Background: an optimization exercise with open tools, aiming at small area, a short achievable clock period and few clock cycles per item. Do not read the settings as production practice. At most, simulation tests tie the RTL to the original design; equivalence was not proved. No functional check of the RTL was part of runs 4 to 7. No activity file was given, so power comes from the tool's default toggle rates.

## design.v

```verilog
`timescale 1ns/1ps
package pkt_lkp_pkg;
    localparam int LKP_INFO_W     = 20;
    localparam int ODR_ID_W       = 3;
    localparam int PAYLOAD_W      = 64;
    localparam int REQ_ID_W       = 10;
    localparam int ROB_DEPTH      = 8;
    localparam int ROB_IDX_W      = 3;
    localparam int LKP_FIFO_DEPTH = 4;
    localparam int LKP_FIFO_IDX_W = 2;
    localparam int PKT_META_W     = 1 + LKP_INFO_W + ODR_ID_W + 1;
    localparam int LKP_REQ_W      = LKP_INFO_W + REQ_ID_W;
    typedef logic [LKP_INFO_W-1:0] lkp_info_t;
    typedef logic [ODR_ID_W-1:0]   odr_id_t;
    typedef logic [PAYLOAD_W-1:0]  payload_t;
    typedef logic [REQ_ID_W-1:0]   req_id_t;
    typedef logic [ROB_IDX_W-1:0]  rob_idx_t;
    typedef struct packed {
        logic      lkp_en;
        lkp_info_t lkp_info;
        odr_id_t   odr_id;
        logic      so;
    } pkt_meta_t;
    typedef struct packed {
        lkp_info_t info;
        req_id_t   req_id;
    } lkp_req_t;
    typedef struct packed {
        lkp_info_t rslt;
        odr_id_t   odr_id;
        logic      so;
        payload_t  payload;
    } out_pkt_t;
endpackage
`timescale 1ns/1ps
module pkt_lkp_top
(
    input  logic      clk,
    input  logic      rst_i,
    input  logic      b2c_pkt_vld_i,
    input  logic      b2c_pkt_lkp_en_i,
    input  pkt_lkp_pkg::lkp_info_t b2c_pkt_lkp_info_i,
    input  pkt_lkp_pkg::odr_id_t   b2c_pkt_odr_id_i,
    input  logic      b2c_pkt_so_i,
    input  pkt_lkp_pkg::payload_t  b2c_pkt_payload_i,
    output logic      c2b_pkt_rdy_o,
    output logic      c2a_lkp_vld_o,
    output pkt_lkp_pkg::lkp_info_t c2a_lkp_info_o,
    output pkt_lkp_pkg::req_id_t   c2a_lkp_req_id_o,
    input  logic      a2c_lkp_rdy_i,
    input  logic      a2c_lkp_rsp_vld_i,
    input  pkt_lkp_pkg::req_id_t   a2c_lkp_rsp_id_i,
    input  pkt_lkp_pkg::lkp_info_t a2c_lkp_rslt_i,
    output logic      c2d_pkt_vld_o,
    output pkt_lkp_pkg::lkp_info_t c2d_pkt_lkp_rslt_o,
    output pkt_lkp_pkg::odr_id_t   c2d_pkt_odr_id_o,
    output logic      c2d_pkt_so_o,
    output pkt_lkp_pkg::payload_t  c2d_pkt_payload_o,
    input  logic      d2c_pkt_rdy_i
);
    localparam int N      = 4;
    localparam int IW     = 2;
    localparam int TW     = IW + 1;
    localparam int RW     = pkt_lkp_pkg::LKP_INFO_W;
    localparam int DW     = pkt_lkp_pkg::ODR_ID_W + 1 + pkt_lkp_pkg::PAYLOAD_W;
    logic [IW-1:0] head_q, tail_q, head_inc, tail_inc;
    logic          head_w_q, tail_w_q;
    logic [N-1:0]  tail_oh_q;
    logic [N-1:0]  head_oh_q;
    logic [TW-1:0] head_tag, tail_tag;
    logic          full_q, full_d;
    logic          rdy_q;
    logic          rdy;
    logic          accept, load;
    logic          slots_busy;
    assign head_inc = (head_q == IW'(N-1)) ? '0 : head_q + 1'b1;
    assign tail_inc = (tail_q == IW'(N-1)) ? '0 : tail_q + 1'b1;
    assign head_tag = {head_w_q, head_q};
    assign tail_tag = {tail_w_q, tail_q};
    assign slots_busy = full_q || (head_q != tail_q);
    logic          req_push;
    logic          req_block_d;
    assign rdy           = rdy_q;
    assign c2b_pkt_rdy_o = rdy;
    assign accept        = b2c_pkt_vld_i && rdy;
    assign req_push      = accept && b2c_pkt_lkp_en_i;
    logic          m_vld_q, s_vld_q, m_vld_d, s_vld_d;
    logic [RW-1:0] m_info_q, s_info_q;
    logic [TW-1:0] m_tag_q, s_tag_q;
    logic          req_pop;
    assign c2a_lkp_vld_o    = m_vld_q;
    assign c2a_lkp_info_o   = m_info_q;
    assign c2a_lkp_req_id_o = pkt_lkp_pkg::REQ_ID_W'(m_tag_q);
    assign req_pop          = m_vld_q && a2c_lkp_rdy_i;
    always_comb
    begin
        m_vld_d = m_vld_q;
        s_vld_d = s_vld_q;
        if (!m_vld_q || req_pop)
        begin
            m_vld_d = s_vld_q || req_push;
            s_vld_d = s_vld_q && req_push;
        end
        else if (req_push)
            s_vld_d = 1'b1;
    end
    assign req_block_d = s_vld_d;
    always_ff @(posedge clk)
    begin
        if (rst_i)
        begin
            m_vld_q <= 1'b0;
            s_vld_q <= 1'b0;
        end
        else
        begin
            m_vld_q <= m_vld_d;
            s_vld_q <= s_vld_d;
        end
    end
    always_ff @(posedge clk)
    begin
        if (rst_i)
        begin
            m_info_q <= '0;
            m_tag_q  <= '0;
        end
        else
        if (!m_vld_q || req_pop)
        begin
            if (s_vld_q)
            begin
                m_info_q <= s_info_q;
                m_tag_q  <= s_tag_q;
            end
            else if (req_push)
            begin
                m_info_q <= b2c_pkt_lkp_info_i;
                m_tag_q  <= tail_tag;
            end
        end
        if (req_push && (s_vld_q || (m_vld_q && !req_pop)))
        begin
            s_info_q <= b2c_pkt_lkp_info_i;
            s_tag_q  <= tail_tag;
        end
    end
    logic [DW-1:0] data_q [N];
    logic [RW-1:0] rslt_q [N];
    logic [N-1:0]  lkp_q;
    logic [N-1:0]  done_q;
    logic [IW-1:0] rsp_idx;
    logic          head_done;
    logic          head_rsp;
    logic          out_rsp;
    logic          out_full_q, out_done_q, out_full_d, out_done_d;
    logic [TW-1:0] out_tag_q;
    logic          out_free;
    logic          vld_d;
    assign rsp_idx   = a2c_lkp_rsp_id_i[IW-1:0];
    logic [DW-1:0] head_data;
    logic [RW-1:0] head_rslt;
    always_comb
    begin
        head_data = '0;
        head_rslt = '0;
        for (int i = 0; i < N; i++)
        begin
            head_data = head_data | (data_q[i] & {DW{head_oh_q[i]}});
            head_rslt = head_rslt | (rslt_q[i] & {RW{head_oh_q[i] & lkp_q[i]}});
        end
    end
    assign head_done = |(done_q & head_oh_q);
    assign head_rsp  = a2c_lkp_rsp_vld_i && (a2c_lkp_rsp_id_i[TW-1:0] == head_tag);
    assign out_rsp   = a2c_lkp_rsp_vld_i && out_full_q && !out_done_q &&
                       (a2c_lkp_rsp_id_i[TW-1:0] == out_tag_q);
    logic [N-1:0]  gen_q;
    logic [N-1:0]  slot_wr;
    always_comb
        for (int i = 0; i < N; i++)
            slot_wr[i] = a2c_lkp_rsp_vld_i && (rsp_idx == IW'(i)) &&
                         (a2c_lkp_rsp_id_i[IW] == gen_q[i]);
    assign out_free  = !out_full_q || (c2d_pkt_vld_o && d2c_pkt_rdy_i);
    assign load      = out_free && slots_busy;
    always_ff @(posedge clk)
    begin
        for (int i = 0; i < N; i++)
        begin
            if (accept && tail_oh_q[i])
            begin
                data_q[i] <= {b2c_pkt_odr_id_i, b2c_pkt_so_i, b2c_pkt_payload_i};
                lkp_q[i]  <= b2c_pkt_lkp_en_i;
                gen_q[i]  <= tail_w_q;
            end
            if (slot_wr[i])
                rslt_q[i] <= a2c_lkp_rslt_i;
        end
    end
    always_comb
    begin
        full_d = full_q;
        if (accept && !load)
            full_d = (tail_inc == head_q);
        else if (load && !accept)
            full_d = 1'b0;
    end
    always_ff @(posedge clk)
    begin
        if (rst_i)
        begin
            head_q   <= '0;
            head_oh_q <= N'(1);
            tail_q   <= '0;
            tail_oh_q <= N'(1);
            head_w_q <= 1'b0;
            tail_w_q <= 1'b0;
            full_q   <= 1'b0;
            rdy_q    <= 1'b0;
            done_q   <= '0;
        end
        else
        begin
            full_q <= full_d;
            rdy_q  <= !full_d && !req_block_d;
            done_q <= done_q | slot_wr;
            if (load)
            begin
                done_q[head_q] <= 1'b0;
                head_q         <= head_inc;
                head_oh_q      <= {head_oh_q[N-2:0], head_oh_q[N-1]};
                if (head_q == IW'(N-1))
                    head_w_q <= !head_w_q;
            end
            if (accept)
            begin
                done_q[tail_q] <= !b2c_pkt_lkp_en_i;
                tail_q         <= tail_inc;
                tail_oh_q      <= {tail_oh_q[N-2:0], tail_oh_q[N-1]};
                if (tail_q == IW'(N-1))
                    tail_w_q <= !tail_w_q;
            end
        end
    end
    logic [RW-1:0] out_rslt;
    assign out_rslt = (load && head_done) ? head_rslt : a2c_lkp_rslt_i;
    always_comb
    begin
        out_full_d = out_full_q;
        out_done_d = out_done_q;
        if (load)
        begin
            out_full_d = 1'b1;
            out_done_d = head_done || head_rsp;
        end
        else
        begin
            if (c2d_pkt_vld_o && d2c_pkt_rdy_i)
                out_full_d = 1'b0;
            if (out_rsp)
                out_done_d = 1'b1;
        end
    end
    assign vld_d = out_full_d && out_done_d;
    always_ff @(posedge clk)
    begin
        if (rst_i)
        begin
            out_full_q    <= 1'b0;
            out_done_q    <= 1'b0;
            c2d_pkt_vld_o <= 1'b0;
        end
        else
        begin
            out_full_q    <= out_full_d;
            out_done_q    <= out_done_d;
            c2d_pkt_vld_o <= vld_d;
        end
    end
    always_ff @(posedge clk)
    begin
        if (load)
            out_tag_q <= head_tag;
    end
    always_ff @(posedge clk)
    begin
        if (rst_i)
        begin
            {c2d_pkt_odr_id_o, c2d_pkt_so_o, c2d_pkt_payload_o} <= '0;
            c2d_pkt_lkp_rslt_o <= '0;
        end
        else
        begin
            if (load)
                {c2d_pkt_odr_id_o, c2d_pkt_so_o, c2d_pkt_payload_o} <= head_data;
            if (load || out_rsp)
                c2d_pkt_lkp_rslt_o <= out_rslt;
        end
    end
endmodule
```

## flow/run.sh

```bash
#!/bin/bash
# Standard layout, with plain buffers on the ports and footprint-free resizing.
set -euo pipefail
bash standard.sh MATCH_CELL_FOOTPRINT=0 "BUFFER_PORTS_ARGS=-buffer_cell sky130_fd_sc_hd__buf_1" finish > make_finish.log 2>&1
```

## standard.sh

```bash
#!/bin/bash
# synth_recipe.tcl (not shown) runs the flow's synth.tcl, then flattens the netlist and writes it again
# the make line also repeats each setting of config.mk as NAME=value (left out here)
make -C /OpenROAD-flow-scripts/flow DESIGN_CONFIG=/design/flow/config.mk WORK_HOME=/design/flow/orfs CLKGATE_MAP_FILE= SYNTH_SCRIPT=/design/flow/synth_recipe.tcl "${@:-finish}"
```

## config.mk

```make
export PLATFORM = sky130hd
export DESIGN_NAME = pkt_lkp_top
export DESIGN_NICKNAME = pkt_lkp_top
export VERILOG_FILES = /design/flow/design.v
export SDC_FILE = /design/flow/constraint.sdc
export NUM_CORES = 4
export LEC_CHECK = 0
export ABC_AREA = 1
export CAP_MARGIN = 20
export CORE_MARGIN = 2
export CORE_UTILIZATION = 40
export CTS_CLUSTER_DIAMETER = 80
export CTS_CLUSTER_SIZE = 22
export SETUP_SLACK_MARGIN = 2.0
export SLEW_MARGIN = 20
export TNS_END_PERCENT = 100
```

## constraint.sdc

```tcl
create_clock -name core_clock -period 4.0 [get_ports {clk}]
set_input_delay 0.8000 -clock core_clock [delete_from_list [all_inputs] [get_ports {clk}]]
set_output_delay 0.8000 -clock core_clock [all_outputs]
set_load 0.01 [all_outputs]
```

==> results of run 1 <==
[kinds of logic (layout without fill, tap and decap cells)]
| kind of cell | count (synthesis) | count (layout) | synth area share [%] |
|---|---|---|---|
| AO/OA/AOI/OAI | 276 | 276 | 7.233 |
| XOR/XNOR | 3 | 3 | 0.1341 |
| adder cells (fa/ha/maj) | 9 | 9 | 0.5745 |
| buffers and inverters | 209 | 425 | 4.443 |
| flip-flops | 522 | 522 | 73.03 |
| other | 1 | 7 | 0.01913 |
| AND/OR/NAND/NOR | 654 | 654 | 14.57 |
[final timing paths]
| kind | slack, ns | to | cells after the start |
|---|---|---|---|
| setup / recovery | 2.06 | c2d_pkt_lkp_rslt_o[17] | 1 |
| hold / removal | 0.41 | s_info_q[14]$_DFFE_PP_ | 1 |
| setup reg to reg | 2.15 | data_q[1][30]$_DFFE_PP_ | 5 |
| hold reg to reg | 0.45 | out_tag_q[2]$_DFFE_PN_ | 0 |
[per-stage QoR]
stage	instance area [um^2]	setup WS [ns]
after CTS	22230	1.964
after detailed placement	21150	0.8897
after global routing	22370	2.000
final	22370	2.061
after global placement	21150	0.9626
after floorplan	19710	1.527
[sequential cells by signal (all words and copies together) (netlist names), 3 cells and up]
signal	count
c2d_pkt_lkp_rslt_o	20
m_info_q	20
data_q	272
s_info_q	20
lkp_q	4
head_oh_q	4
s_tag_q	3
tail_oh_q	4
c2d_pkt_payload_o	64
c2d_pkt_odr_id_o	3
m_tag_q	3
done_q	4
gen_q	4
rslt_q	80
out_tag_q	3
[power groups by stage]
stage                     logic (W)  registers, W  clock network, W
final                       0.00425       0.00694           0.00336
after global routing        0.00477       0.00703           0.00364
after CTS                   0.00412       0.00702           0.00345
after detailed placement    0.00387       0.00724                 0
after global placement      0.00383       0.00723                 0
after floorplan             0.00252       0.00708                 0
[area by class of cell]
cell class | count | share of cell area (%)
Clock inverter | 9 | 0.4810
Inverter | 99 | 1.879
Tap cell | 622 | 3.479
Clock buffer | 48 | 3.887
Multi-Input combinational cell | 949 | 20.11
Timing Repair Buffer | 265 | 5.951
Sequential cell | 522 | 64.08
Timing Repair inverter | 4 | 0.1342
[synthesized netlist by cell type (2+ instances only)]
| cell type | count |
|---|---|
| edfxtp_1 | 386 |
| nand2_1 | 376 |
| nand3_1 | 207 |
| a21oi_1 | 152 |
| dfxtp_1 | 136 |
| inv_1 | 92 |
| o21ai_0 | 88 |
| clkbuf_1 | 61 |
| nand4_1 | 46 |
| buf_2 | 26 |
| a31oi_1 | 24 |
| nor2_1 | 21 |
| o21ai_1 | 10 |
| ha_1 | 9 |
| buf_1 | 8 |
| buf_4 | 8 |
| clkbuf_2 | 5 |
| inv_2 | 5 |
| buf_6 | 2 |
| or2_2 | 2 |
| xor2_1 | 2 |
[timing repair]
item / 4_1_cts / 5_1_grt
endpoints found under the setup margin: 148 / 210
resized for setup: 14 / 31
buffers inserted: 3 / 5
cloned: 2 / 2
[metal layers]
layer,up-vias,GRT usage (%),wire length [um]
li1,6260,-,-
met1,6415,25.19,21580
met2,408,31.77,23460
met3,60,3.546,3416
met4,0,4.187,791
met5,-,0,0
==> impl_metrics.csv, run 1 <==
group,metric,value,unit
sta,tns,0,ns
place,place_congestion,0.7416,
critical_path,crit_family,"flip-flops",
critical_path,critPathLaunch,"c2d_pkt_lkp_rslt_o[17]$_SDFFE_PP0P_",
sta,drv_slew,0,
critical_path,crit_path_end_kind,"output port",
cells_and_area,utilization,45.99,%
pwr,total_power,0.01455,W
cells_and_area,multi_input_area,4498,um^2
grt,grt-ovfl-total,0,
clocking,root_buffer,"clkbuf_16",
pwr,clkPwrFrac,23.1,%
clocking,cts-htree-levels,1,
pwr,leakage,8.008,nW
grt,grt_use_total,18.79,%
critical_path,path_class,"reg -> out",
floorplanning,initial_core_util,40.29,%
run_status,status,"complete, no violations",
grt,grt_pass1_vias,12600,
route,dr_total_vias,13140,
route,wirelength,49250,um
worst_hold_path,hp-class,"in -> reg",
logic_synthesis,synth_area_leaders,"edfxtp_1, dfxtp_1, nand2_1, nand3_1, a21oi_1",
pwr,swShare,35.51,%
critical_path,crit_chain,"buf_1",
cells_and_area,mostFrequentLayoutCells,"edfxtp_1, nand2_1, buf_1",
critical_path,slowest_stage,"dfxtp_2",
logic_synthesis,ys_seq_elements,522,
sta,skew,0.02385,ns
pwr,power_density,650.5,nW/um^2
logic_synthesis,avgSynthCellArea,11.71,um^2
place,port_buffers,231,
route,dr.pass1.iters,5,
critical_path,crit_arrival,1.14,ns
sta,hold_viol,0,
logic_synthesis,synthCells,1674,
critical_path,crit_buf_inv,1,
cells_and_area,seq_area,14340,um^2
floorplanning,rows,81,
sta,hold_ws,0.4105,ns
grt,antenna_found_initial,0,
logic_synthesis,netlist_area,19600,um^2
sta,fmax,515.8,MHz
clocking,cts_tree,"yes",
critical_path,crit_required,3.20,ns
sta,finalCritPeriodShare,48.47,%
route,detail_route.vias_per_cell,5.220,
route,remaining_drc_errors,0,
critical_path,reg2reg_from,"rdy_q$_SDFF_PP0_",
floorplanning,die_w,225.4,um
clocking,clk_latency,0.60,ns
cells_and_area,drive_above_1_share,7.226,%
cells_and_area,fillerInstances,4463,
critical_path,cp_max_fo,2,
place,place_inst,2449,
pwr,combPwrFrac,29.2,%
route,detail_route.iter0.violations,1046,
logic_synthesis,synthFlopType,"edfxtp_1",
cells_and_area,area_growth,14.14,%
worst_hold_path,worstHoldStart,"b2c_pkt_lkp_info_i[14]",
logic_synthesis,synth-edff-count,386,
cells_and_area,antenna-diode-count,0,
cells_and_area,layout_commonest_cell,"edfxtp_1",
grt,grt_pass1_wl,73570,um
grt,grt_max_degree,64,
clocking,clkSinkCount,522,
pwr,peakVddDrop,0.0003940,V
floorplanning,core,48650,um^2
clocking,cts_buffers,31,
sta,worst_pin_slew,1.018,ns
floorplanning,boundaryPins,246,
clocking,clk_pin_slew_worst_paths,0.09,ns
logic_synthesis,yosys.area.top_type,"edfxtp_1",
logic_synthesis,synth_top_area_share,59.14,%
critical_path,startpoint_type,"flop",
logic_synthesis,netlist-cell-type-count,29,
logic_synthesis,async_reset_ff_share,0,%
floorplanning,die-area,50790,um^2
pwr,p_int,0.009385,W
pwr,p_sw,0.005168,W
clocking,cts_hold_buf,0,
pwr,pwr-share-seq,47.7,%
sta,slew-limit-headroom,32.12,%
cells_and_area,final-instance-count-excl-fill,2518,
critical_path,slowest_delay,0.38,ns
logic_synthesis,seq_area_frac_synth,73.03,%
route,ant_nets,0,
sta,finalSetupViolations,0,
route,wl_per_cell,19.56,um
cells_and_area,nNetsFinal,2006,
floorplanning,die_h,225.4,um
sta,grt_setup_unrepaired,"no",
logic_synthesis,yosysWarnings,3,
place,dpl.hpwl,26390,um
run,maxCapViolCount,0,
clocking,cts_buffer_depth,3,
sta,min_period,1.939,ns
Testbench counts, summed over its fixed seeds: cycles 8,406, items 3,200.
==> run 2, diff against run 1 <==
--- a/config.mk
+++ b/config.mk
@@ -5,7 +5,6 @@
 export SDC_FILE = /design/flow/constraint.sdc
 export NUM_CORES = 4
 export LEC_CHECK = 0
-export ABC_AREA = 1
 export CAP_MARGIN = 20
 export CORE_MARGIN = 2
 export CORE_UTILIZATION = 40
==> run 2 against run 1 <==
  * First-iteration DRC count fell by 32%
  * Global-route usage down 0.24 points
  * Core utilization about the same
  * Clock skew decreased by 0.0050 ns
  * Design area shrank 2.2%
  * Critical endpoint is now c2d_pkt_payload_o[39]
==> impl_metrics.csv, run 2 <==
group,metric,value,unit
critical_path,startpoint_type,"flop",
place,place_congestion,0.7247,
sta,grt_setup_unrepaired,"yes",
critical_path,crit_family,"flip-flops",
sta,fmax,514.3,MHz
clocking,clkSinkCount,522,
pwr,power_density,595.4,nW/um^2
route,remaining_drc_errors,0,
cells_and_area,antenna-diode-count,0,
logic_synthesis,ys_seq_elements,522,
critical_path,slowest_delay,0.35,ns
logic_synthesis,yosysWarnings,3,
pwr,p_int,0.009014,W
critical_path,crit_chain,"buf_1",
logic_synthesis,avgSynthCellArea,14.89,um^2
route,dr_total_vias,11510,
sta,drv_slew,0,
place,port_buffers,231,
pwr,combPwrFrac,21.4,%
pwr,peakVddDrop,0.0004399,V
pwr,swShare,30.81,%
grt,grt_pass1_wl,70360,um
sta,finalCritPeriodShare,48.61,%
logic_synthesis,synth_top_area_share,60.38,%
logic_synthesis,yosysMostFrequentCell,"edfxtp_1",
sta,slew-limit-headroom,35.28,%
pwr,total_power,0.01303,W
clocking,cts_buffer_depth,3,
critical_path,r2r_cells,4,
floorplanning,die_h,223.1,um
cells_and_area,nNetsFinal,1613,
pwr,pwr-share-seq,50.8,%
critical_path,crit_path_end_kind,"output port",
clocking,clk_latency,0.56,ns
worst_hold_path,worstHoldStart,"b2c_pkt_lkp_info_i[13]",
logic_synthesis,synth-edff-count,386,
floorplanning,die_w,223.1,um
route,detail_route.iter0.violations,710,
cells_and_area,layout_commonest_cell,"edfxtp_1",
clocking,cts_hold_buf,0,
route,wl_per_cell,21.96,um
sta,worst_pin_slew,0.9709,ns
sta,hold_viol,0,
logic_synthesis,synth_area_leaders,"edfxtp_1, dfxtp_1, a22oi_1, a311oi_1, nand3_1",
worst_hold_path,hold_end,"s_info_q[13]$_DFFE_PP_",
grt,grt_pass1_vias,11570,
logic_synthesis,synthCells,1289,
place,dp_slack,1.003,ns
route,ant_nets,0,
critical_path,r2r_end,"c2d_pkt_lkp_rslt_o[7]$_SDFFE_PP0P_",
sta,finalWorstSetupSlack,2.055,ns
critical_path,reg2reg_from,"head_oh_q[2]$_SDFFE_PP0N_",
logic_synthesis,yosys.area.top_type,"edfxtp_1",
critical_path,crit_arrival,1.14,ns
critical_path,crit_required,3.20,ns
grt,grt-ovfl-total,0,
floorplanning,initial_core_util,40.37,%
grt,grt_use_total,18.55,%
worst_hold_path,hp-class,"in -> reg",
cells_and_area,drive_above_1_share,9.574,%
sta,skew,0.01888,ns
floorplanning,rows,80,
pwr,clkPwrFrac,27.8,%
critical_path,crit_buf_inv,1,
clocking,cts_buffers,34,
run_status,status,"complete, no violations",
cells_and_area,final-instance-count-excl-fill,2119,
logic_synthesis,synthTopCellsByCount,"edfxtp_1, a22oi_1, dfxtp_1",
route,detail_route.vias_per_cell,5.434,
grt,antenna_found_initial,6,
critical_path,r2r_slack,2.08,ns
sta,finalSetupViolations,0,
pwr,leakage,6.694,nW
place,place_inst,2054,
logic_synthesis,netlist_area,19200,um^2
floorplanning,core,47550,um^2
floorplanning,boundaryPins,246,
place,dpl.hpwl,25260,um
cells_and_area,area_growth,13.98,%
logic_synthesis,synthFlopType,"edfxtp_1",
clocking,cts_tree,"yes",
route,wirelength,46520,um
clocking,root_buffer,"clkbuf_16",
critical_path,cp_max_fo,2,
clocking,clk_pin_slew_worst_paths,0.09,ns
sta,min_period,1.945,ns
cells_and_area,largest_register_ffs,272,
grt,grt_max_degree,69,
run,maxCapViolCount,0,
clocking,cts-htree-levels,2,
route,dr.pass1.iters,5,
worst_hold_path,min_delay_path_depth,1,
critical_path,path_class,"reg -> out",
logic_synthesis,netlist-cell-type-count,46,
floorplanning,die-area,49760,um^2
logic_synthesis,async_reset_ff_share,0,%
logic_synthesis,seq_area_frac_synth,74.57,%
cells_and_area,mostFrequentLayoutCells,"edfxtp_1, buf_1, a22oi_1",
cells_and_area,utilization,46.02,%
cells_and_area,regMostFlops,"data_q",
sta,tns,0,ns
pwr,p_sw,0.004014,W
critical_path,slowest_stage,"dfxtp_1",
[run 2: what timing repair did]
item,CTS,global route
gates resized for setup,23,15
setup buffers,3,0
pin swaps,1,0
cloned,1,0
setup endpoints to repair,106,85
[run 2: final cells by class]
| type | instances | area (um^2) |
|---|---|---|
| clock inverter | 14 | 150.1 |
| multi-input combinational | 630 | 4323 |
| sequential | 522 | 14340 |
| clock buffer | 47 | 940.9 |
| fill | 4247 | 25670 |
| timing repair buffer | 257 | 1204 |
| tap | 615 | 769.5 |
| timing repair inverter | 1 | 8.758 |
| inverter | 33 | 147.6 |
[run 2: power by group through the flow]
stage / Clock (W) / Combinational, W / Sequential (W)
finish: 0.00362 / 0.00279 / 0.00662
CTS: 0.00374 / 0.00281 / 0.00663
global route: 0.00392 / 0.00310 / 0.00668
detailed placement: 0 / 0.00272 / 0.00674
global placement: 0 / 0.00267 / 0.00673
floorplan: 0 / 0.00189 / 0.00671
[run 2: kinds of logic (layout without fill, tap and decap cells)]
logic type	Yosys count	in the layout	share of synthesized area [%]
adder cells (fa/ha/maj)	9	9	0.5866
XOR/XNOR	16	16	0.7301
buffers and inverters	143	352	3.637
multiplexers	23	23	1.199
AND/OR/NAND/NOR	276	276	6.688
AO/OA/AOI/OAI	299	299	12.57
other	1	7	0.01954
flip-flops	522	522	74.57
[run 2: worst max-delay path by stage]
| stage | start | to | slack (ns) | depth (start not counted) |
|---|---|---|---|---|
| detailed placement | d2c_pkt_rdy_i | c2d_pkt_payload_o[56]$_SDFFE_PP0N_ | 1.00 | 7 |
| CTS | rdy_q$_SDFF_PP0_ | c2b_pkt_rdy_o | 2.00 | 1 |
| global placement | d2c_pkt_rdy_i | c2d_pkt_payload_o[38]$_SDFFE_PP0N_ | 1.02 | 7 |
| global route | tail_q[1]$_SDFFE_PP0N_ | c2d_pkt_payload_o[40]$_SDFFE_PP0N_ | 2.00 | 5 |
| finish | c2d_pkt_payload_o[39]$_SDFFE_PP0N_ | c2d_pkt_payload_o[39] | 2.06 | 1 |
| floorplan | b2c_pkt_vld_i | data_q[0][0]$_DFFE_PP_ | 1.47 | 4 |
[run 2: metrics by stage]
stage,area (um^2),hold WS (ns)
6_report,21880,0.4555
5_1_grt,21880,0.4210
4_1_cts,21840,0.4024
3_5_place_dp,20650,0.4485
3_3_place_gp,20650,0.4488
2_1_floorplan,19340,0.4375
[run 2: metal layers]
metal	GRT usage, %	vias to the layer above	part of all wire (%)
li1	-	5398	-
met1	23.78	5738	43
met2	31.26	296	49
met3	5.373	70	6.6
met4	4.135	12	1.7
met5	0	-	0.16
==> run 3, diff against run 2 <==
--- a/config.mk
+++ b/config.mk
@@ -8,8 +8,8 @@
 export CAP_MARGIN = 20
 export CORE_MARGIN = 2
 export CORE_UTILIZATION = 40
-export CTS_CLUSTER_DIAMETER = 80
-export CTS_CLUSTER_SIZE = 22
+export CTS_CLUSTER_DIAMETER = 100
+export CTS_CLUSTER_SIZE = 30
 export SETUP_SLACK_MARGIN = 2.0
 export SLEW_MARGIN = 20
 export TNS_END_PERCENT = 100
==> run 3 against run 2 <==
  * Sequential share of layout area increased by 1.2 points
  * Total power decreased by 6.0%
  * Via count decreased by 0.23%
  * Global-route usage decreased by 0.40 points
  * First-iteration DRC count decreased by 8.6%
  * Combinational power about the same
  * Sequential power about the same
  * Non-clock buffer count unchanged
  * Hold slack got worse by 0.023 ns
  * Synthesized area unchanged
  * Worst setup slack got worse by 0.0048 ns
  * Count of clock-buffer cells in the layout decreased by 13
  * Critical path type unchanged
  * Critical endpoint is now c2a_lkp_info_o[8]
==> impl_metrics.csv, run 3 <==
group,metric,value,unit
sta,min_period,1.949,ns
route,remaining_drc_errors,0,
grt,antenna_found_initial,6,
sta,finalSetupViolations,0,
clocking,clk_latency,0.58,ns
logic_synthesis,yosysWarnings,3,
grt,grt-ovfl-total,0,
cells_and_area,nNetsFinal,1601,
cells_and_area,layout_commonest_cell,"edfxtp_1",
logic_synthesis,synth_top_area_share,60.38,%
sta,hold_viol,0,
cells_and_area,antenna-diode-count,0,
critical_path,r2r_cells,3,
cells_and_area,mostFrequentLayoutCells,"edfxtp_1, buf_1, a22oi_1",
floorplanning,core,47550,um^2
critical_path,cp_max_fo,2,
place,place_congestion,0.7247,
critical_path,r2r_end,"c2d_pkt_payload_o[24]$_SDFFE_PP0N_",
route,ant_nets,0,
critical_path,reg2reg_from,"head_oh_q[0]$_SDFFE_PP1N_",
logic_synthesis,ys_seq_elements,522,
critical_path,r2r_slack,2.12,ns
pwr,leakage,6.538,nW
clocking,cts_buffers,22,
floorplanning,die_w,223.1,um
cells_and_area,largest_register_ffs,272,
critical_path,crit_buf_inv,1,
clocking,cts-htree-levels,1,
critical_path,crit_path_end_kind,"output port",
floorplanning,initial_core_util,40.37,%
route,dr_total_vias,11490,
logic_synthesis,yosysMostFrequentCell,"edfxtp_1",
sta,grt_setup_unrepaired,"yes",
clocking,clkSinkCount,522,
sta,fmax,513.0,MHz
logic_synthesis,async_reset_ff_share,0,%
critical_path,startpoint_type,"flop",
logic_synthesis,synthFlopType,"edfxtp_1",
cells_and_area,seq_area,14340,um^2
worst_hold_path,worstHoldStart,"b2c_pkt_lkp_info_i[3]",
critical_path,path_class,"reg -> out",
floorplanning,rows,80,
critical_path,slowest_stage,"dfxtp_1",
floorplanning,die-area,49760,um^2
place,dpl.hpwl,25260,um
sta,drv_slew,0,
logic_synthesis,netlist_area,19200,um^2
logic_synthesis,synth-edff-count,386,
critical_path,slowest_delay,0.36,ns
route,detail_route.iter0.violations,649,
cells_and_area,fillerInstances,4274,
place,port_buffers,231,
pwr,peakVddDrop,0.0003345,V
cells_and_area,utilization,45.20,%
clocking,cts_tree,"yes",
grt,grt_max_degree,69,
route,detail_route.vias_per_cell,5.478,
floorplanning,boundaryPins,246,
logic_synthesis,avgSynthCellArea,14.89,um^2
route,wl_per_cell,22.05,um
clocking,cts_buffer_depth,3,
logic_synthesis,synth_area_leaders,"edfxtp_1, dfxtp_1, a22oi_1, a311oi_1, nand3_1",
floorplanning,die_h,223.1,um
worst_hold_path,hp-class,"in -> reg",
critical_path,crit_family,"flip-flops",
cells_and_area,regMostFlops,"data_q",
grt,grt_pass1_vias,11370,
cells_and_area,area_growth,11.96,%
clocking,cts_hold_buf,0,
clocking,root_buffer,"clkbuf_16",
place,place_area,20650,um^2
sta,tns,0,ns
run_status,status,"complete, no violations",
cells_and_area,drive_above_1_share,8.907,%
sta,worst_pin_slew,0.9481,ns
pwr,power_density,569.7,nW/um^2
logic_synthesis,synthCells,1289,
grt,grt_use_total,18.16,%
cells_and_area,post-route-cell-area,21490,um^2
sta,skew,0.02411,ns
cells_and_area,multi_input_area,4318,um^2
logic_synthesis,yosys.area.top_type,"edfxtp_1",
worst_hold_path,min_delay_path_depth,1,
route,dr.pass1.iters,5,
logic_synthesis,seq_area_frac_synth,74.57,%
sta,slew-limit-headroom,36.80,%
critical_path,crit_arrival,1.15,ns
logic_synthesis,synthTopCellsByCount,"edfxtp_1, a22oi_1, dfxtp_1",
worst_hold_path,hold_end,"s_info_q[3]$_DFFE_PP_",
grt,grt_pass1_wl,69540,um
clocking,clk_pin_slew_worst_paths,0.11,ns
logic_synthesis,netlist-cell-type-count,46,
critical_path,crit_required,3.20,ns
sta,finalCritPeriodShare,48.73,%
critical_path,crit_chain,"buf_1",
run,maxCapViolCount,0,
route,wirelength,46230,um
## run 3: cell counts after synthesis
No cell type changed its count.
## run 3: logic make-up (layout without fill, tap and decap cells)
kind of cell	count (synthesis)	count (layout)	share of synthesized area, %
buffers and inverters	143	330	3.637
adder cells (fa/ha/maj)	9	9	0.5866
AO/OA/AOI/OAI	299	299	12.57
XOR/XNOR	16	16	0.7301
flip-flops	522	522	74.57
other	1	7	0.01954
AND/OR/NAND/NOR	276	276	6.688
multiplexers	23	23	1.199
## run 3: repair_timing
item,4_1_cts,5_1_grt
buffers inserted,3,0
pin swaps,1,0
resized for setup,27,18
cloned,1,0
setup endpoints to repair,108,78
## run 3: cell type report
class	count	share of cell area (%)
Sequential cell	522	66.71
Multi-Input combinational cell	630	20.09
Timing Repair Buffer	257	5.612
Tap cell	615	3.580
Clock buffer	34	2.934
Inverter	33	0.6870
Clock inverter	5	0.3493
Timing Repair inverter	1	0.04075
## run 3: through the flow
step,total power (W),setup WS [ns],std cells,hold WS [ns]
after global routing,0.01287,1.994,2097,0.4160
after CTS,0.01237,2.003,2097,0.4090
final,0.01224,2.051,2097,0.4325
after global placement,0.009406,1.024,2054,0.4488
after floorplan,0.008602,1.466,1295,0.4375
after detailed placement,0.009460,1.003,2054,0.4485
## run 3: worst max path at each step
stage,from,endpoint,slack [ns],depth (start not counted)
after floorplan,b2c_pkt_vld_i,data_q[0][0]$_DFFE_PP_,1.47,4
after global placement,d2c_pkt_rdy_i,c2d_pkt_payload_o[38]$_SDFFE_PP0N_,1.02,7
after detailed placement,d2c_pkt_rdy_i,c2d_pkt_payload_o[56]$_SDFFE_PP0N_,1.00,7
after CTS,c2d_pkt_payload_o[6]$_SDFFE_PP0N_,c2d_pkt_payload_o[6],2.00,1
after global routing,tail_q[0]$_SDFFE_PP0N_,c2d_pkt_payload_o[40]$_SDFFE_PP0N_,1.99,6
final,m_info_q[8]$_SDFFE_PP0P_,c2a_lkp_info_o[8],2.05,1
## run 3: metal layers
metal,global-route usage [%],vias up,routed length (um)
met4,2.685,12,554
met1,23.85,5758,19670
met2,31.08,313,22690
met3,4.583,52,3239
li1,-,5353,-
met5,0,-,74
## run 3: power by group
| part | total (W) | internal (W) | leakage, nW | switching, W |
|---|---|---|---|---|
| Clock | 0.00284 | 0.00120 | 0.344 | 0.00165 |
| Combinational | 0.00278 | 0.000959 | 1.57 | 0.00182 |
| Sequential | 0.00662 | 0.00628 | 4.62 | 0.000340 |
| Total | 0.0122 | 0.00843 | 6.54 | 0.00381 |
==> run 4, diff against run 3 <==
--- a/design.v
+++ b/design.v
@@ -120,12 +120,6 @@
     end
     always_ff @(posedge clk)
     begin
-        if (rst_i)
-        begin
-            m_info_q <= '0;
-            m_tag_q  <= '0;
-        end
-        else
         if (!m_vld_q || req_pop)
         begin
             if (s_vld_q)
@@ -215,7 +209,7 @@
             head_w_q <= 1'b0;
             tail_w_q <= 1'b0;
             full_q   <= 1'b0;
-            rdy_q    <= 1'b0;
+            rdy_q    <= 1'b1;
             done_q   <= '0;
         end
         else
@@ -283,17 +277,9 @@
     end
     always_ff @(posedge clk)
     begin
-        if (rst_i)
-        begin
-            {c2d_pkt_odr_id_o, c2d_pkt_so_o, c2d_pkt_payload_o} <= '0;
-            c2d_pkt_lkp_rslt_o <= '0;
-        end
-        else
-        begin
-            if (load)
-                {c2d_pkt_odr_id_o, c2d_pkt_so_o, c2d_pkt_payload_o} <= head_data;
-            if (load || out_rsp)
-                c2d_pkt_lkp_rslt_o <= out_rslt;
-        end
+        if (load)
+            {c2d_pkt_odr_id_o, c2d_pkt_so_o, c2d_pkt_payload_o} <= head_data;
+        if (load || out_rsp)
+            c2d_pkt_lkp_rslt_o <= out_rslt;
     end
 endmodule
==> run 4 against run 3 <==
  * Still clean
  * Wire length decreased by 12%
  * Design area decreased by 0.95%
  * Synthesized area fell by 2.0%
  * Count of clock-buffer cells in the layout shrank 7
  * Clock power fell by 9.2%
  * Combinational power is 5% higher
  * Cell count shrank 11%
  * Largest cell class unchanged
==> impl_metrics.csv, run 4 <==
group,metric,value,unit
logic_synthesis,synthTopCellsByCount,"edfxtp_1, a22oi_1, nand2_1",
route,dr_total_vias,9713,
route,ant_nets,0,
critical_path,slowest_delay,0.46,ns
critical_path,crit_buf_inv,1,
sta,tns,0,ns
sta,finalCritPeriodShare,49.66,%
pwr,peakVddDrop,0.0004111,V
clocking,root_buffer,"clkbuf_16",
critical_path,path_class,"reg -> out",
route,detail_route.vias_per_cell,5.189,
pwr,power_density,612.0,nW/um^2
clocking,cts_buffer_depth,3,
cells_and_area,seq_area,15450,um^2
grt,grt_pass1_wl,61050,um
grt,grt-ovfl-total,0,
place,port_buffers,231,
clocking,cts_buffers,21,
floorplanning,rows,79,
clocking,clk_latency,0.57,ns
logic_synthesis,synthCells,1031,
logic_synthesis,yosysMostFrequentCell,"edfxtp_1",
logic_synthesis,yosysWarnings,3,
sta,finalSetupViolations,0,
cells_and_area,drive_above_1_share,11.73,%
logic_synthesis,netlist-cell-type-count,43,
sta,min_period,1.986,ns
logic_synthesis,synth_area_leaders,"edfxtp_1, a22oi_1, dfxtp_1, nand2_1, mux2_4",
run,maxCapViolCount,0,
logic_synthesis,seq_area_frac_synth,81.97,%
sta,grt_setup_unrepaired,"yes",
grt,antenna_found_initial,8,
sta,drv_slew,0,
cells_and_area,regMostFlops,"data_q",
sta,hold_viol,0,
cells_and_area,largest_register_ffs,272,
route,wl_per_cell,21.71,um
critical_path,crit_arrival,1.19,ns
logic_synthesis,async_reset_ff_share,0,%
pwr,leakage,6.964,nW
cells_and_area,mostFrequentLayoutCells,"edfxtp_1, buf_1, a22oi_1",
critical_path,crit_family,"flip-flops",
clocking,cts-htree-levels,1,
floorplanning,die_w,220.9,um
grt,grt_use_total,16.19,%
floorplanning,die_h,220.9,um
critical_path,crit_required,3.20,ns
sta,worst_pin_slew,1.023,ns
critical_path,startpoint_type,"flop",
floorplanning,boundaryPins,246,
sta,fmax,503.5,MHz
critical_path,crit_chain,"clkbuf_2",
place,place_congestion,0.7434,
floorplanning,initial_core_util,40.51,%
critical_path,slowest_stage,"edfxtp_1",
cells_and_area,area_growth,13.12,%
logic_synthesis,synthFlopType,"edfxtp_1",
critical_path,crit_path_end_kind,"output port",
place,dp_slack,1.101,ns
sta,slew-limit-headroom,31.77,%
route,dr.pass1.iters,4,
logic_synthesis,ys_seq_elements,522,
critical_path,r2r_slack,2.06,ns
cells_and_area,multi_input_area,3281,um^2
sta,finalWorstSetupSlack,2.014,ns
logic_synthesis,synth_top_area_share,79.31,%
grt,grt_max_degree,70,
logic_synthesis,synth-edff-count,497,
logic_synthesis,yosys.area.top_type,"edfxtp_1",
clocking,clkSinkCount,522,
clocking,cts_tree,"yes",
critical_path,cp_max_fo,1,
sta,skew,0.01425,ns
logic_synthesis,netlist_area,18820,um^2
floorplanning,die-area,48800,um^2
run_status,status,"complete, no violations",
route,wirelength,40640,um
route,remaining_drc_errors,0,
logic_synthesis,avgSynthCellArea,18.25,um^2
cells_and_area,layout_commonest_cell,"edfxtp_1",
clocking,clk_pin_slew_worst_paths,0.12,ns
cells_and_area,fillerInstances,4068,
cells_and_area,nNetsFinal,1388,
place,dpl.hpwl,22840,um
route,detail_route.iter0.violations,809,
grt,grt_pass1_vias,9731,
worst_hold_path,hp-class,"in -> reg",
floorplanning,core,46460,um^2
[run 4: cell count changes in the layout (fill, tap and decap cells not counted), moves of 20 or more]
cell / before / now
edfxtp_1: 386 / 497
a211oi_1: 23 / 0
nand2_1: 29 / 105
a311oi_1: 69 / 1
nand3_1: 82 / 1
dfxtp_1: 126 / 16
nor2_1: 98 / 12
a22oi_1: 138 / 178
mux2_2: 0 / 21
nand4_1: 21 / 0
mux2_4: 0 / 20
[run 4: cells by family (layout without fill, tap and decap cells)]
kind of cell    count (synthesis)  in the layout  share of synthesized area, %
fa+ha+maj                       9              9                        0.5984
compound gates                213            213                         8.398
other cells                     1             10                       0.01993
xor+xnor                       15             15                        0.7380
buf+inv                        76            298                         1.809
mux                            45             45                         3.065
simple gates                  150            153                         3.404
flops                         522            522                         81.97
[run 4: where the power goes]
| part | internal, W | total, W | leakage, nW | switching (W) |
|---|---|---|---|---|
| Clock | 0.000994 | 0.00258 | 0.283 | 0.00159 |
| Combinational | 0.000961 | 0.00293 | 1.88 | 0.00197 |
| Sequential | 0.00713 | 0.00752 | 4.80 | 0.000392 |
| Total | 0.00908 | 0.0130 | 6.96 | 0.00395 |
[run 4: worst paths after layout]
path	cells after the start	endpoint	start
hold reg to reg	2	tail_oh_q[3]$_SDFFE_PP0N_	tail_oh_q[3]$_SDFFE_PP0N_
hold / removal	1	s_info_q[12]$_DFFE_PP_	b2c_pkt_lkp_info_i[12]
setup reg to reg	5	c2d_pkt_lkp_rslt_o[16]$_DFFE_PP_	head_q[1]$_SDFFE_PP0N_
setup / recovery	1	c2d_pkt_payload_o[3]	c2d_pkt_payload_o[3]$_DFFE_PN_
[run 4: timing repair]
item / 4_1_cts / 5_1_grt
pin swaps: 1 / 0
cloned: 3 / 0
gates resized for setup: 31 / 19
hold buffers: 0 / 0
endpoints found under the setup margin: 190 / 98
buffers inserted: 2 / 0
[run 4: cell type report]
cell class	count	share of cell area, %
antenna	3	0.03527
clock buffer	27	2.574
clock inverter	4	0.1646
inverter	15	0.3350
multi-input combinational	442	15.41
sequential	522	72.59
tap	607	3.568
timing repair buffer	252	5.325
[run 4: per-layer routing]
layer	routed length (um)	vias to the layer above	track usage, %
met1	18210	4967	22.31
met4	466	10	3.529
met3	2380	38	3.851
li1	-	4476	-
met2	19510	222	26.26
met5	71	-	0
[run 4: through the flow]
step                      cell area (um^2)  power (W)  cells  hold WS [ns]  util, %
after detailed placement             20530    0.01045   1833        0.4585    44.19
after global routing                 21280    0.01369   1871        0.3822    45.81
after floorplan                      19050   0.009243   1037        0.4367        -
final                                21290    0.01303   1872        0.4210    45.82
after CTS                            21250    0.01319   1869        0.3718    45.74
after global placement               20530    0.01041   1833        0.4588    44.19
==> run 5, diff against run 4 <==
--- a/design.v
+++ b/design.v
@@ -58,7 +58,7 @@
     output pkt_lkp_pkg::payload_t  c2d_pkt_payload_o,
     input  logic      d2c_pkt_rdy_i
 );
-    localparam int N      = 4;
+    localparam int N      = 3;
     localparam int IW     = 2;
     localparam int TW     = IW + 1;
     localparam int RW     = pkt_lkp_pkg::LKP_INFO_W;
==> run 5 against run 4 <==
  * Register-to-register slack gained 0.06 ns
  * Sequential power shrank 17%
  * Sequential share of layout area shrank 0.064 points
  * Critical endpoint is now c2d_pkt_payload_o[16]
  * Hold slack gained 0.043 ns
  * Non-clock buffer count shrank 2
  * Still clean
  * Synthesized area shrank 19%
==> impl_metrics.csv, run 5 <==
group,metric,value,unit
critical_path,cp_max_fo,1,
grt,grt_use_total,15.29,%
clocking,root_buffer,"clkbuf_16",
critical_path,crit_buf_inv,1,
route,wl_per_cell,19.72,um
sta,skew,0.01428,ns
sta,slew-limit-headroom,36.86,%
place,port_buffers,231,
logic_synthesis,netlist-cell-type-count,44,
logic_synthesis,synth_top_area_share,80.10,%
logic_synthesis,netlist_area,15260,um^2
route,ant_nets,0,
logic_synthesis,synth_top_family_by_area,"compound AO/OA/AOI/OAI gates",
floorplanning,die_w,199.3,um
cells_and_area,antenna-diode-count,0,
logic_synthesis,ys_seq_elements,429,
grt,grt_pass1_vias,7978,
route,detail_route.vias_per_cell,5.081,
sta,finalCritPeriodShare,48.62,%
critical_path,startpoint_type,"flop",
worst_hold_path,hp-class,"in -> reg",
cells_and_area,mostFrequentLayoutCells,"edfxtp_1, buf_1, inv_1",
pwr,power_density,618.1,nW/um^2
route,dr_total_vias,8038,
sta,drv_slew,0,
clocking,clkSinkCount,429,
cells_and_area,post-route-cell-area,17480,um^2
grt,grt_max_degree,71,
critical_path,slowest_stage,"edfxtp_1",
cells_and_area,drive_above_1_share,9.057,%
sta,tns,0,ns
critical_path,crit_arrival,1.14,ns
place,place_congestion,0.7423,
cells_and_area,largest_register_ffs,204,
logic_synthesis,seq_area_frac_synth,82.99,%
cells_and_area,regMostFlops,"data_q",
route,dr.pass1.iters,9,
cells_and_area,nNetsFinal,1188,
grt,grt_pass1_wl,46350,um
logic_synthesis,yosysWarnings,3,
floorplanning,die_h,199.3,um
clocking,cts_buffer_depth,3,
pwr,leakage,5.638,nW
logic_synthesis,synthFlopType,"edfxtp_1",
logic_synthesis,yosys.area_share.xor_xnor,0.8037,%
logic_synthesis,synthAdderAreaFrac,0.3280,%
critical_path,path_class,"reg -> out",
floorplanning,initial_core_util,40.60,%
logic_synthesis,synth_compound_area_share,7.963,%
clocking,cts_tree,"yes",
sta,fmax,514.2,MHz
logic_synthesis,synthTopCellsByCount,"edfxtp_1, inv_1, a222oi_1",
sta,worst_pin_slew,0.9471,ns
clocking,cts-htree-levels,1,
critical_path,crit_chain,"buf_1",
route,wirelength,31200,um
critical_path,crit_family,"flip-flops",
logic_synthesis,yosys.area.top_type,"edfxtp_1",
grt,antenna_found_initial,1,
critical_path,slowest_delay,0.35,ns
floorplanning,boundaryPins,246,
floorplanning,die-area,39720,um^2
cells_and_area,layout_commonest_cell,"edfxtp_1",
sta,hold_viol,0,
floorplanning,rows,71,
route,remaining_drc_errors,0,
pwr,peakVddDrop,0.0004588,V
place,place_area,16830,um^2
logic_synthesis,synth-edff-count,407,
sta,min_period,1.945,ns
clocking,clk_latency,0.53,ns
clocking,clk_pin_slew_worst_paths,0.12,ns
logic_synthesis,synthMuxAreaShare,1.821,%
run,maxCapViolCount,0,
floorplanning,core,37580,um^2
run_status,status,"complete, no violations",
sta,finalSetupViolations,0,
cells_and_area,area_growth,14.57,%
logic_synthesis,synth_area_leaders,"edfxtp_1, a222oi_1, dfxtp_1, inv_1, mux2_2",
logic_synthesis,avgSynthCellArea,18.27,um^2
critical_path,crit_path_end_kind,"output port",
clocking,cts_buffers,18,
critical_path,crit_required,3.20,ns
route,detail_route.iter0.violations,707,
logic_synthesis,yosysMostFrequentCell,"edfxtp_1",
place,dpl.hpwl,18260,um
pwr,total_power,0.01081,W
sta,hold_ws,0.4639,ns
logic_synthesis,async_reset_ff_share,0,%
clocking,cts_hold_buf,0,
grt,grt-ovfl-total,0,
sta,grt_setup_unrepaired,"no",
logic_synthesis,synthSimpleGateAreaFrac,2.559,%
logic_synthesis,synthCells,835,
==> run 5: cell types whose count changed after synthesis, moves of 5 or more <==
cell      delta
a32oi_1     +20
nand2_1     -70
a31oi_1     +20
ha_1         -5
nor2_1      +16
clkbuf_1    -11
a222oi_1    +69
edfxtp_1    -90
inv_1       +62
mux2_4      -20
a22oi_1    -178
==> run 5: worst reg2reg max path: stages, from the launching register on <==
cell and delay [ns]:
dfxtp_4 0.46, a222oi_1 0.69, a311oi_4 0.05, buf_6 0.23, nor2_1 0.13, a31oi_1 0.06
==> run 5: per-layer routing <==
metal	up-vias	part of all wire, %	global-route usage (%)
met2	273	47	25.54
met3	24	8.7	4.354
li1	3724	-	-
met4	2	1.2	2.488
met5	-	0.051	0
met1	4015	43	20.25
==> run 5: area by class of cell <==
class / count / area [um^2]
Fill cell: 3250 / 20100
Sequential cell: 429 / 12680
Inverter: 77 / 300.3
Timing Repair inverter: 1 / 7.507
Tap cell: 511 / 639.4
Clock buffer: 29 / 513.0
Clock inverter: 3 / 50.05
Multi-Input combinational cell: 282 / 2230
Timing Repair Buffer: 250 / 1064
==> run 5: worst paths after layout <==
| kind | cells past startpoint | to | slack, ns | startpoint |
|---|---|---|---|---|
| setup / recovery | 1 | c2d_pkt_payload_o[16] | 2.06 | c2d_pkt_payload_o[16]$_DFFE_PN_ |
| hold / removal | 1 | s_info_q[10]$_DFFE_PP_ | 0.46 | b2c_pkt_lkp_info_i[10] |
| setup reg to reg | 5 | c2d_pkt_lkp_rslt_o[16]$_DFFE_PP_ | 2.12 | head_oh_q[1]$_SDFFE_PP0N_ |
| hold reg to reg | 2 | tail_oh_q[2]$_SDFFE_PP0N_ | 0.47 | tail_oh_q[2]$_SDFFE_PP0N_ |
==> run 5: repair_timing <==
| action | in CTS | in global routing |
|---|---|---|
| gates cloned | 1 | 0 |
| buffers inserted | 4 | 0 |
| endpoints found under the setup margin | 119 | 81 |
| gates resized for setup | 4 | 6 |
| pin swaps | 2 | 1 |
==> run 5: where the power goes <==
group          switching, W  total [W]  internal [W]
Sequential         0.000321    0.00623       0.00591
Combinational       0.00156    0.00230      0.000737
Clock               0.00130    0.00228      0.000975
==> run 5: kinds of logic after synthesis <==
| logic type | after synthesis |
|---|---|
| XOR/XNOR | 14 |
| other | 1 |
| flip-flops | 429 |
| buffers and inverters | 130 |
| AND/OR/NAND/NOR | 89 |
| AO/OA/AOI/OAI | 143 |
| multiplexers | 25 |
| adder cells (fa/ha/maj) | 4 |
==> run 5: metrics by stage <==
stage | std cells | utilization, % | setup slack (ns)
global route | 1582 | 46.52 | 1.999
finish | 1582 | 46.52 | 2.055
detailed placement | 1545 | 44.79 | 1.272
CTS | 1582 | 46.49 | 2.013
global placement | 1545 | 44.79 | 1.297
floorplan | 841 | - | 1.305
==> run 6, diff against run 5 <==
--- a/design.v
+++ b/design.v
@@ -58,8 +58,8 @@
     output pkt_lkp_pkg::payload_t  c2d_pkt_payload_o,
     input  logic      d2c_pkt_rdy_i
 );
-    localparam int N      = 3;
-    localparam int IW     = 2;
+    localparam int N      = 5;
+    localparam int IW     = 3;
     localparam int TW     = IW + 1;
     localparam int RW     = pkt_lkp_pkg::LKP_INFO_W;
     localparam int DW     = pkt_lkp_pkg::ODR_ID_W + 1 + pkt_lkp_pkg::PAYLOAD_W;
==> run 6 against run 5 <==
  * Still clean on timing, DRC and antenna
  * Synthesized cell count rose by 43%
  * Synthesized area rose by 45%
  * Cell count rose by 35%
  * Register-to-register slack got worse by 0.05 ns
  * Worst setup slack got worse by 0.15 ns
  * Count of clock-buffer cells in the layout fell by 3
  * Hold slack got worse by 0.071 ns
  * Clock power rose by 39%
  * Sequential share of layout area rose by 0.40 points
  * Die area rose by 44%
  * Wire length rose by 59%
==> impl_metrics.csv, run 6 <==
group,metric,value,unit
logic_synthesis,synth_top_area_share,79.98,%
cells_and_area,nNetsFinal,1567,
sta,finalSetupViolations,0,
pwr,total_power,0.01501,W
cells_and_area,antenna-diode-count,0,
place,dpl.hpwl,27610,um
pwr,pwr-share-seq,57.3,%
place,dp_slack,1.076,ns
logic_synthesis,synthFlopType,"edfxtp_1",
logic_synthesis,synth_area_leaders,"edfxtp_1, a222oi_1, a22oi_1, dfxtp_1, nand2_1",
logic_synthesis,yosysWarnings,3,
pwr,clkPwrFrac,21.2,%
critical_path,r2r_slack,2.07,ns
grt,grt-ovfl-total,0,
floorplanning,die_h,239.3,um
critical_path,path_class,"reg -> out",
logic_synthesis,yosys.area.top_type,"edfxtp_1",
sta,min_period,2.096,ns
logic_synthesis,synth-edff-count,590,
critical_path,crit_path_end_kind,"output port",
critical_path,reg2reg_from,"m_vld_q$_SDFFE_PP0N_",
sta,hold_ws,0.3926,ns
route,wl_per_cell,23.22,um
cells_and_area,layout_commonest_cell,"edfxtp_1",
pwr,combPwrFrac,21.5,%
clocking,root_buffer,"clkbuf_16",
route,wl_met1,20890,um
cells_and_area,mostFrequentLayoutCells,"edfxtp_1, buf_1, nand2_1",
floorplanning,core,54880,um^2
critical_path,cp_max_fo,1,
route,ant_nets,0,
cells_and_area,drive_above_1_share,13.63,%
route,dr_total_vias,11760,
critical_path,crit_arrival,1.30,ns
worst_hold_path,worstHoldStart,"b2c_pkt_lkp_info_i[19]",
route,remaining_drc_errors,0,
clocking,cts_hold_buf,0,
clocking,clk_pin_slew_worst_paths,0.11,ns
sta,worst_pin_slew,0.8340,ns
run,maxCapViolCount,0,
pwr,leakage,7.945,nW
clocking,cts_buffer_depth,3,
logic_synthesis,seq_area_frac_synth,82.69,%
sta,finalCritPeriodShare,52.39,%
grt,grt_pass1_wl,74150,um
pwr,power_density,596.4,nW/um^2
floorplanning,boundaryPins,246,
grt,grt_max_degree,72,
grt,grt_pass1_vias,11990,
logic_synthesis,yosysMostFrequentCell,"edfxtp_1",
logic_synthesis,ys_seq_elements,620,
floorplanning,rows,86,
floorplanning,initial_core_util,40.37,%
critical_path,r2r_end,"s_info_q[14]$_DFFE_PP_",
logic_synthesis,synthTopCellsByCount,"edfxtp_1, nand2_1, a222oi_1, a22oi_1, clkbuf_1",
logic_synthesis,avgSynthCellArea,18.51,um^2
grt,antenna_found_initial,7,
sta,drv_slew,0,
floorplanning,die-area,57280,um^2
pwr,p_sw,0.004504,W
floorplanning,die_w,239.3,um
critical_path,r2r_cells,3,
place,port_buffers,233,
place,place_congestion,0.7762,
pwr,swShare,30.00,%
sta,slew-limit-headroom,44.40,%
critical_path,slowest_stage,"edfxtp_1",
clocking,cts_tree,"yes",
logic_synthesis,async_reset_ff_share,0,%
worst_hold_path,min_delay_path_depth,1,
logic_synthesis,netlist_area,22150,um^2
logic_synthesis,netlist-cell-type-count,50,
route,detail_route.iter0.violations,1084,
critical_path,crit_family,"flip-flops",
critical_path,crit_chain,"clkbuf_2",
sta,hold_viol,0,
route,wirelength,49730,um
critical_path,startpoint_type,"flop",
cells_and_area,regMostFlops,"data_q",
critical_path,crit_required,3.20,ns
clocking,clk_latency,0.62,ns
route,dr.pass1.iters,5,
cells_and_area,seq_area,18360,um^2
route,dr_wl_met2,24190,um
route,wl_met3,3811,um
pwr,peakVddDrop,0.0003896,V
grt,grt_use_total,17.13,%
route,top_layer,"met5",
cells_and_area,area_growth,13.65,%
pwr,p_int,0.01051,W
route,detail_route.vias_per_cell,5.491,
sta,finalWorstSetupSlack,1.904,ns
sta,fmax,477.2,MHz
cells_and_area,largest_register_ffs,340,
sta,skew,0.03799,ns
cells_and_area,fillerInstances,4782,
clocking,clkSinkCount,620,
critical_path,crit_buf_inv,1,
sta,tns,0,ns
sta,grt_setup_unrepaired,"yes",
clocking,cts-htree-levels,1,
clocking,cts_buffers,26,
critical_path,slowest_delay,0.51,ns
run_status,status,"complete, no violations",
logic_synthesis,synthCells,1197,
worst_hold_path,hold_end,"s_info_q[19]$_DFFE_PP_",
worst_hold_path,hp-class,"in -> reg",
cells_and_area,multi_input_area,3647,um^2
## run 6: cell types whose count changed after synthesis, sizes merged, moves of 7 or more
cell	change
nand2	+60
clkbuf	+27
edfxtp	+183
inv	-61
a22oi	+89
ha	+7
a32oi	-19
a222oi	+20
nor2	-14
a21oi	+27
dfxtp	+8
## run 6: worst max-delay path by stage
stage / from / endpoint / cells after the start / slack, ns
6_report: c2d_pkt_payload_o[62]$_DFFE_PN_ / c2d_pkt_payload_o[62] / 1 / 1.90
5_1_grt: c2d_pkt_payload_o[62]$_DFFE_PN_ / c2d_pkt_payload_o[62] / 1 / 1.85
4_1_cts: c2d_pkt_payload_o[62]$_DFFE_PN_ / c2d_pkt_payload_o[62] / 1 / 1.86
3_5_place_dp: b2c_pkt_vld_i / data_q[2][33]$_DFFE_PP_ / 6 / 1.08
3_3_place_gp: b2c_pkt_vld_i / data_q[2][33]$_DFFE_PP_ / 6 / 1.12
2_1_floorplan: b2c_pkt_vld_i / data_q[0][0]$_DFFE_PP_ / 4 / 1.46
## run 6: routing by layer
metal | up-vias | track usage, %
met1 | 6040 | 22.66
met2 | 329 | 29.12
met3 | 50 | 4.322
li1 | 5329 | -
met5 | - | 0
met4 | 14 | 2.689
## run 6: metrics by stage
stage	cells	area [um^2]	util, %
final	2142	25180	45.88
after global routing	2142	25180	45.88
after CTS	2130	24980	45.52
after detailed placement	2091	24070	43.87
after global placement	2091	24070	43.87
after floorplan	1202	22440	-
## run 6: power groups by stage
| stage | Sequential (W) | Combinational, W | Clock [W] |
|---|---|---|---|
| 2_1_floorplan | 0.00881 | 0.00166 | 0 |
| 3_3_place_gp | 0.00874 | 0.00307 | 0 |
| 3_5_place_dp | 0.00875 | 0.00308 | 0 |
| 4_1_cts | 0.00862 | 0.00320 | 0.00329 |
| 5_1_grt | 0.00869 | 0.00355 | 0.00348 |
| 6_report | 0.00861 | 0.00322 | 0.00318 |
## run 6: final cells by class
type | instances | share of cell area, %
Tap cell | 704 | 3.499
Inverter | 16 | 0.4175
Timing Repair Buffer | 280 | 5.676
Sequential cell | 620 | 72.92
Multi-Input combinational cell | 487 | 14.49
Clock buffer | 26 | 2.584
Clock inverter | 9 | 0.4175
## run 6: timing repair
action,in CTS,in global routing
setup endpoints to repair,231,175
pin swaps,1,1
gates cloned,0,1
buffers inserted,4,11
gates resized for setup,66,43
endpoints found under the hold margin,0,0
## run 6: cells by family after synthesis
group / Yosys count / share of synthesized area, %
mux: 24 / 1.209
simple gates: 157 / 3.152
other cells: 1 / 0.01693
flops: 620 / 82.69
fa+ha+maj: 11 / 0.6213
buf+inv: 96 / 1.943
xor+xnor: 20 / 0.7907
compound gates: 268 / 9.579
## run 6: worst register-to-register path, stage by stage, from the launching register on
cell	delay, ns
dfxtp_1	0.34
nor2b_1	0.45
nor2_1	0.18
nor2_4	0.60
==> run 7, diff against run 6 <==
--- a/design.v
+++ b/design.v
@@ -58,8 +58,8 @@
     output pkt_lkp_pkg::payload_t  c2d_pkt_payload_o,
     input  logic      d2c_pkt_rdy_i
 );
-    localparam int N      = 5;
-    localparam int IW     = 3;
+    localparam int N      = 3;
+    localparam int IW     = 2;
     localparam int TW     = IW + 1;
     localparam int RW     = pkt_lkp_pkg::LKP_INFO_W;
     localparam int DW     = pkt_lkp_pkg::ODR_ID_W + 1 + pkt_lkp_pkg::PAYLOAD_W;
@@ -80,13 +80,14 @@
     assign slots_busy = full_q || (head_q != tail_q);
     logic          req_push;
     logic          req_block_d;
-    assign rdy           = rdy_q;
+    logic          m_free_q;
+    assign rdy           = rdy_q && (m_free_q || a2c_lkp_rdy_i);
     assign c2b_pkt_rdy_o = rdy;
     assign accept        = b2c_pkt_vld_i && rdy;
     assign req_push      = accept && b2c_pkt_lkp_en_i;
-    logic          m_vld_q, s_vld_q, m_vld_d, s_vld_d;
-    logic [RW-1:0] m_info_q, s_info_q;
-    logic [TW-1:0] m_tag_q, s_tag_q;
+    logic          m_vld_q, m_vld_d;
+    logic [RW-1:0] m_info_q;
+    logic [TW-1:0] m_tag_q;
     logic          req_pop;
     assign c2a_lkp_vld_o    = m_vld_q;
     assign c2a_lkp_info_o   = m_info_q;
@@ -95,48 +96,31 @@
     always_comb
     begin
         m_vld_d = m_vld_q;
-        s_vld_d = s_vld_q;
-        if (!m_vld_q || req_pop)
-        begin
-            m_vld_d = s_vld_q || req_push;
-            s_vld_d = s_vld_q && req_push;
-        end
-        else if (req_push)
-            s_vld_d = 1'b1;
-    end
-    assign req_block_d = s_vld_d;
+        if (req_push)
+            m_vld_d = 1'b1;
+        else if (req_pop)
+            m_vld_d = 1'b0;
+    end
+    assign req_block_d = 1'b0;
     always_ff @(posedge clk)
     begin
         if (rst_i)
         begin
-            m_vld_q <= 1'b0;
-            s_vld_q <= 1'b0;
-        end
-        else
-        begin
-            m_vld_q <= m_vld_d;
-            s_vld_q <= s_vld_d;
-        end
-    end
-    always_ff @(posedge clk)
-    begin
-        if (!m_vld_q || req_pop)
-        begin
-            if (s_vld_q)
-            begin
-                m_info_q <= s_info_q;
-                m_tag_q  <= s_tag_q;
-            end
-            else if (req_push)
-            begin
-                m_info_q <= b2c_pkt_lkp_info_i;
-                m_tag_q  <= tail_tag;
-            end
-        end
-        if (req_push && (s_vld_q || (m_vld_q && !req_pop)))
-        begin
-            s_info_q <= b2c_pkt_lkp_info_i;
-            s_tag_q  <= tail_tag;
+            m_vld_q  <= 1'b0;
+            m_free_q <= 1'b1;
+        end
+        else
+        begin
+            m_vld_q  <= m_vld_d;
+            m_free_q <= !m_vld_d;
+        end
+    end
+    always_ff @(posedge clk)
+    begin
+        if (req_push)
+        begin
+            m_info_q <= b2c_pkt_lkp_info_i;
+            m_tag_q  <= tail_tag;
         end
     end
     logic [DW-1:0] data_q [N];
==> run 7 against run 6 <==
  * Still clean
  * Total power is 32% lower
  * Design area is 35% lower
  * Core utilization is 0.63 points higher
==> impl_metrics.csv, run 7 <==
group,metric,value,unit
critical_path,r2r_slack,2.17,ns
clocking,root_buffer,"clkbuf_16",
clocking,cts_hold_buf,0,
critical_path,crit_chain,"buf_6 > o21a_1 > buf_2",
critical_path,r2r_end,"c2d_pkt_lkp_rslt_o[13]$_DFFE_PP_",
clocking,cts-htree-levels,1,
worst_hold_path,hp-class,"in -> reg",
cells_and_area,seq_area,11990,um^2
logic_synthesis,ys_seq_elements,406,
grt,grt_pass1_wl,43710,um
pwr,leakage,5.350,nW
grt,grt-ovfl-total,0,
sta,fmax,505.6,MHz
critical_path,crit_arrival,1.18,ns
run_status,status,"complete, no violations",
grt,grt_use_total,15.49,%
sta,hold_viol,0,
logic_synthesis,synth_top_area_share,80.71,%
sta,finalCritPeriodShare,49.45,%
cells_and_area,nNetsFinal,1137,
route,detail_route.iter0.violations,546,
floorplanning,initial_core_util,40.36,%
clocking,cts_buffer_depth,3,
floorplanning,boundaryPins,246,
critical_path,startpoint_type,"input pin",
logic_synthesis,synth-edff-count,384,
clocking,cts_tree,"yes",
critical_path,worst-path-stages,3,
route,wirelength,29810,um
critical_path,path_class,"in -> out",
logic_synthesis,synthSimpleGateAreaFrac,2.575,%
sta,tns,0,ns
run,maxCapViolCount,0,
clocking,clk_latency,0.53,ns
logic_synthesis,yosysMostFrequentCell,"edfxtp_1",
grt,grt_pass1_vias,7474,
route,dr.pass1.iters,6,
route,remaining_drc_errors,0,
cells_and_area,largest_register_ffs,204,
cells_and_area,regMostFlops,"data_q",
cells_and_area,antenna-diode-count,0,
floorplanning,die-area,37250,um^2
floorplanning,core,35400,um^2
cells_and_area,layout_commonest_cell,"edfxtp_1",
place,place_congestion,0.7406,
logic_synthesis,synthMuxAreaShare,0.3591,%
cells_and_area,area_growth,15.22,%
logic_synthesis,netlist_area,14290,um^2
floorplanning,die_h,193.0,um
-- run 7: changes by cell type after synthesis, moves of 9 or more --
| cell | previous run | this run |
|---|---|---|
| nand2_1 | 99 | 35 |
| o21ai_0 | 11 | 2 |
| nor2_1 | 16 | 27 |
| a222oi_1 | 89 | 69 |
| inv_1 | 15 | 79 |
| clkbuf_1 | 62 | 36 |
| a22oi_1 | 89 | 1 |
| mux2_2 | 22 | 1 |
| a32oi_1 | 1 | 20 |
| edfxtp_1 | 590 | 384 |
| a21oi_1 | 40 | 5 |
-- run 7: how the worst min path moves through the flow --
stage / depth (start not counted) / endpoint / start
after CTS: 1 / m_info_q[18]$_DFFE_PP_ / b2c_pkt_lkp_info_i[18]
after floorplan: 0 / out_tag_q[0]$_DFFE_PN_ / head_q[0]$_SDFFE_PP0N_
after global placement: 2 / tail_oh_q[2]$_SDFFE_PP0N_ / tail_oh_q[2]$_SDFFE_PP0N_
after global routing: 1 / m_info_q[19]$_DFFE_PP_ / b2c_pkt_lkp_info_i[19]
final: 1 / m_info_q[18]$_DFFE_PP_ / b2c_pkt_lkp_info_i[18]
after detailed placement: 2 / tail_oh_q[2]$_SDFFE_PP0N_ / tail_oh_q[2]$_SDFFE_PP0N_
-- run 7: cell families after synthesis --
family / Yosys count
DFF: 406
AOI/OAI and AO/OA: 134
buffers and inverters: 129
and+or+nand+nor: 82
xor gates and xnor gates: 15
muxes: 5
adders and majority gates: 4
other: 1
-- run 7: timing repair --
item                                    4_1_cts  5_1_grt
pin swaps                                     1        1
endpoints found under the setup margin      203      175
buffers inserted                              2        7
cloned                                        2        0
gates resized for setup                       7       14
-- run 7: metal layers --
layer	up-vias	GRT usage, %	part of all wire, %	routed length (um)
met3	21	4.471	7.9	2365
met4	0	2.622	1.5	433
met2	243	26.45	49	14520
li1	3504	-	-	-
met1	3807	20.02	42	12490
met5	-	0	0	0
-- run 7: metrics by stage --
step	hold slack, ns	power (W)	instances	instance area (um^2)	utilization, %
global placement	0.4454	0.008270	1439	15800	44.63
global route	0.4149	0.01083	1474	16460	46.51
detailed placement	0.4653	0.008288	1439	15800	44.63
floorplan	0.4095	0.007342	782	14440	-
finish	0.4455	0.01027	1474	16460	46.51
CTS	0.4153	0.01038	1467	16350	46.18
-- run 7: worst register-to-register path, cell delays in order (launching register included) --
cell and delay (ns):
dfxtp_4 0.53, a222oi_1 0.17, buf_4 0.17, a311oi_4 0.21
clkbuf_8 0.34, a31oi_1 0.15
-- run 7: cell type report --
class	instances	share of cell area, %
Clock inverter	3	0.1444
Timing Repair inverter	1	0.04560
Tap cell	461	3.504
Multi-Input combinational cell	248	11.77
Inverter	79	1.893
Timing Repair Buffer	255	7.099
Clock buffer	21	2.736
Sequential cell	406	72.81
-- run 7: power groups by stage --
stage	combinational (W)	clock [W]	sequential, W
6_report	0.00232	0.00202	0.00593
3_5_place_dp	0.00220	0	0.00609
2_1_floorplan	0.00120	0	0.00614
3_3_place_gp	0.00218	0	0.00609
4_1_cts	0.00229	0.00212	0.00598
5_1_grt	0.00260	0.00223	0.00601

Check on run 7: ideal ports give 2.022 ns setup slack; a clkbuf_16 on the clock port and buf_2 on the inputs give 1.991 ns; moving port delays by the midpoint clock arrival (0.567 ns) as well gives 1.607 ns.
